This design comes from an exercise in tuning for small area, a short achievable clock period and few clock cycles per item on the open sky130 flow, not from production work.
RTL that was checked went through simulation tests only; none was proved equivalent to the original.

==> flow/design.v (excerpt) <==
module cordic_engine #(
  parameter int WIDTH       = 16,
  parameter int ANGLE_WIDTH = 16,
  parameter int STAGES      = 14,
  parameter int GUARD       = 2,
  parameter int TAG_WIDTH   = 8
) (
  input  logic                   clock,
  input  logic                   reset,
  input  logic                   in_valid,
  output logic                   in_ready,
  input  logic                   mode_in,
  input  logic signed [WIDTH-1:0] x_in,
  input  logic signed [WIDTH-1:0] y_in,
  input  logic [ANGLE_WIDTH-1:0] angle_in,
  input  logic [TAG_WIDTH-1:0]   tag_in,
  output logic                   out_valid,
  input  logic                   out_ready,
  output logic signed [WIDTH+1:0] x_out,
  output logic signed [WIDTH+1:0] y_out,
  output logic [ANGLE_WIDTH-1:0] angle_out,
  output logic                   mode_out,
  output logic [TAG_WIDTH-1:0]   tag_out
);
Size in the first run: roughly 6600 cells after synthesis, about 120 I/O pins.
Settings: LEC_CHECK=0, CAP_MARGIN=20, CORE_MARGIN=2, CORE_UTILIZATION=55, PLACE_DENSITY=0.7, SETUP_SLACK_MARGIN=2.2, SLEW_MARGIN=20, SYNTH_HIERARCHICAL=1, SYNTH_MINIMUM_KEEP_SIZE=0; clock period 5.0 ns.
run.sh (not shown) runs the stock make flow with config.mk's settings and CLKGATE_MAP_FILE= SYNTH_SCRIPT=/design/flow/synth_recipe.tcl, a recipe that flattens the netlist after the stock synthesis.
The starting point went through all stages and came out clean.
Next try:
--- a/flow/design.v
+++ b/flow/design.v
@@ -139,21 +139,21 @@
       end
     end else begin : g_it
       localparam int I = k - 1;
       localparam logic [AW-1:0] ATAN = atan_lut(I);
       localparam logic [AW-1:0] NATAN = -atan_lut(I);
       logic [IW:0]          xa, ya;
       logic                 d;
       logic [AW-1:0]        zn;
       logic                 ypm, ycm;       
       logic                 dq, dt;
-      localparam bit YCI = ~ypol(IW);
+      localparam bit YCI = ypol(IW);
       assign d   = ds[k-1];
       cordic_add #(.W(IW), .KIND(ADD), .SH(I)) u_x (.a(xs[k-1]), .b(ys[k-1]), .inv(d), .ci(d), .s(xa[IW:1]), .pm(), .cm());
       cordic_add #(.W(IW), .KIND(ADD), .SH(I)) u_y (.a(ys[k-1]), .b(xs[k-1]), .inv(dn[k-1]), .ci(dn[k-1]), .s(ya[IW:1]), .pm(ypm), .cm(ycm));
       cordic_add #(.W(AW), .KIND(ADD), .KON(1'b1), .K0(ATAN), .K1(NATAN))
         u_z (.a(zs[k-1]), .b('0), .inv(d), .ci(1'b0), .s(zn), .pm(), .cm());
       assign xa[0] = 1'b0;
       assign ya[0] = 1'b0;
       assign xd = xa[IW:1];
       assign yd = ya[IW:1];
       assign zd = zn;
@@ -259,46 +259,36 @@
       assign bs[i] = (i + SH < W) ? b[i + SH] : b[W-1];
     end
     for (genvar i = 0; i < W; i++) begin : g_b
       if (i >= W - 1 - SH) begin : g_s
         assign bb[i] = sx;
       end else begin : g_d
         assign bb[i] = bs[i] ^ inv;
       end
     end
   end
-  logic [W-1:0] pn, gn;
-  for (genvar i = 0; i < W; i++) begin : g_pg
-    if (KON && K0[i] == K1[i]) begin : g_k
-      assign pn[i] = ~(a[i] ^ K0[i]);
-      assign gn[i] = ~(a[i] & K0[i]);
-    end else begin : g_v
-      cordic_xnor u_p (.a(a[i]), .b(bb[i]), .y(pn[i]));
-      cordic_nand u_g (.a(a[i]), .b(bb[i]), .y(gn[i]));
-    end
-  end
-  assign p = ~pn;
-  assign g = ~gn;
+  assign p  = a ^ bb;
+  assign g  = a & bb;
   if (KON) begin : g_c0
-    assign gg[0][0] = gn[0];                 
+    assign gg[0][0] = g[0];                  
   end else begin : g_c0
-    cordic_cy0n u_c (.a(a[0]), .b(b[SH]), .inv(inv), .g(gg[0][0]));
+    cordic_cy0 u_c (.a(a[0]), .b(b[SH]), .inv(inv), .g(gg[0][0]));
   end
-  assign gg[0][W-1:1] = gn[W-1:1];
-  assign pp[0] = pn;
+  assign gg[0][W-1:1] = g[W-1:1];
+  assign pp[0] = p;
   for (genvar l = 0; l < L; l++) begin : g_lv
     for (genvar i = 0; i < W; i++) begin : g_b
       localparam int  J  = partner(l, i);
-      localparam bit  PI = ~pol(l, i);         
+      localparam bit  PI = pol(l, i);
       localparam bit  DO = comp(l, i);
       localparam bit  FIN = (J < (1 << l));    
-      localparam bit  PJ = (DO && J >= 0) ? ~pol(l, J) : 1'b1;
+      localparam bit  PJ = (DO && J >= 0) ? pol(l, J) : 1'b0;
       if (DO && J >= 0) begin : g_c
         logic gl, pl;
         if (PJ == PI) begin : g_same
           assign gl = gg[l][J];
           assign pl = pp[l][J];
         end else begin : g_flip
           assign gl = gx[l][J];
           assign pl = px[l][J];
         end
         if (FIN) begin : g_gray
@@ -328,26 +318,22 @@
         assign gx[l][i] = 1'b0;
         assign px[l][i] = 1'b0;
       end
     end
   end
   logic [W-1:0] c, cp;
   assign c = {gg[L][W-2:0], ci};
   assign pm = p[W-1];
   assign cm = c[W-1];
   for (genvar i = 0; i < W; i++) begin : g_s
-    localparam bit PC = (i == 0) ? 1'b1 : pol(L, i - 1);
-    if (PC) begin : g_n
-      cordic_xnor u_s (.a(pn[i]), .b(c[i]), .y(s[i]));
-    end else begin : g_p
-      cordic_xor u_s (.a(pn[i]), .b(c[i]), .y(s[i]));
-    end
+    localparam bit PC = (i == 0) ? 1'b0 : pol(L, i - 1);
+    assign s[i] = p[i] ^ c[i] ^ PC;
   end
 endmodule
 module cordic_baoi (
   input  logic gh, ph, gl, pl,
   output logic g, p
 );
   assign g = ~(gh | (ph & gl));
   assign p = ~(ph & pl);
 endmodule
 module cordic_boai (
@@ -431,32 +417,10 @@
   assign y = a ^ b;
 endmodule
 module cordic_cy0 (
   input  logic a,
   input  logic b,
   input  logic inv,
   output logic g
 );
   assign g = inv ? (a | ~b) : (a & b);
 endmodule
-module cordic_xnor (
-  input  logic a,
-  input  logic b,
-  output logic y
-);
-  assign y = ~(a ^ b);
-endmodule
-module cordic_nand (
-  input  logic a,
-  input  logic b,
-  output logic y
-);
-  assign y = ~(a & b);
-endmodule
-module cordic_cy0n (
-  input  logic a,
-  input  logic b,
-  input  logic inv,
-  output logic g
-);
-  assign g = ~(inv ? (a | ~b) : (a & b));
-endmodule
What happened:
- hold slack gets better by 13 ps
- clock skew barely changes
- via count decreases by 4.8%
- count of clock-buffer cells in the layout increases by 6
- setup slack gets better by 18 ps
- critical path depth is unchanged
- design area decreases by 0.33%
Testbench counts after the change, summed over its fixed seeds: cycles 3,320, items 3,200.
The RTL of the first run of this note was laid out without a check of its function.

[static timing again, ports no longer ideal]
No port has a modelled driver above. Below, the same layouts with a new extraction and two added sets of constraints. Step 1 (the two cells are an assumption about what drives the block):
set clk [get_ports {clock}]
set_driving_cell -lib_cell sky130_fd_sc_hd__clkbuf_16 $clk
set_driving_cell -lib_cell sky130_fd_sc_hd__buf_2 [delete_from_list [all_inputs] $clk]
Step 2, shift: input delay + t, output delay - t, t = (earliest + latest rising clock arrival at the registers) / 2. This alone moves slack from input paths to output paths. Three values: ideal ports, drivers, drivers and shift; two values: the first two.
run | t, ns | setup slack, ns | worst register clock-pin slew, ns | worst slew at a driven data input, ns
the first run | 0.774 | 2.199 / 2.199 / 1.810 | 0.07 / 0.07 | 0.06
the second run | 0.789 | 2.217 / 2.217 / 1.710 | 0.06 / 0.06 | 0.04
After both steps every run listed still meets setup and hold. For the second run, which loses most, drivers alone change the setup slack by 0.000 ns; drivers and shift together by -0.507 ns.
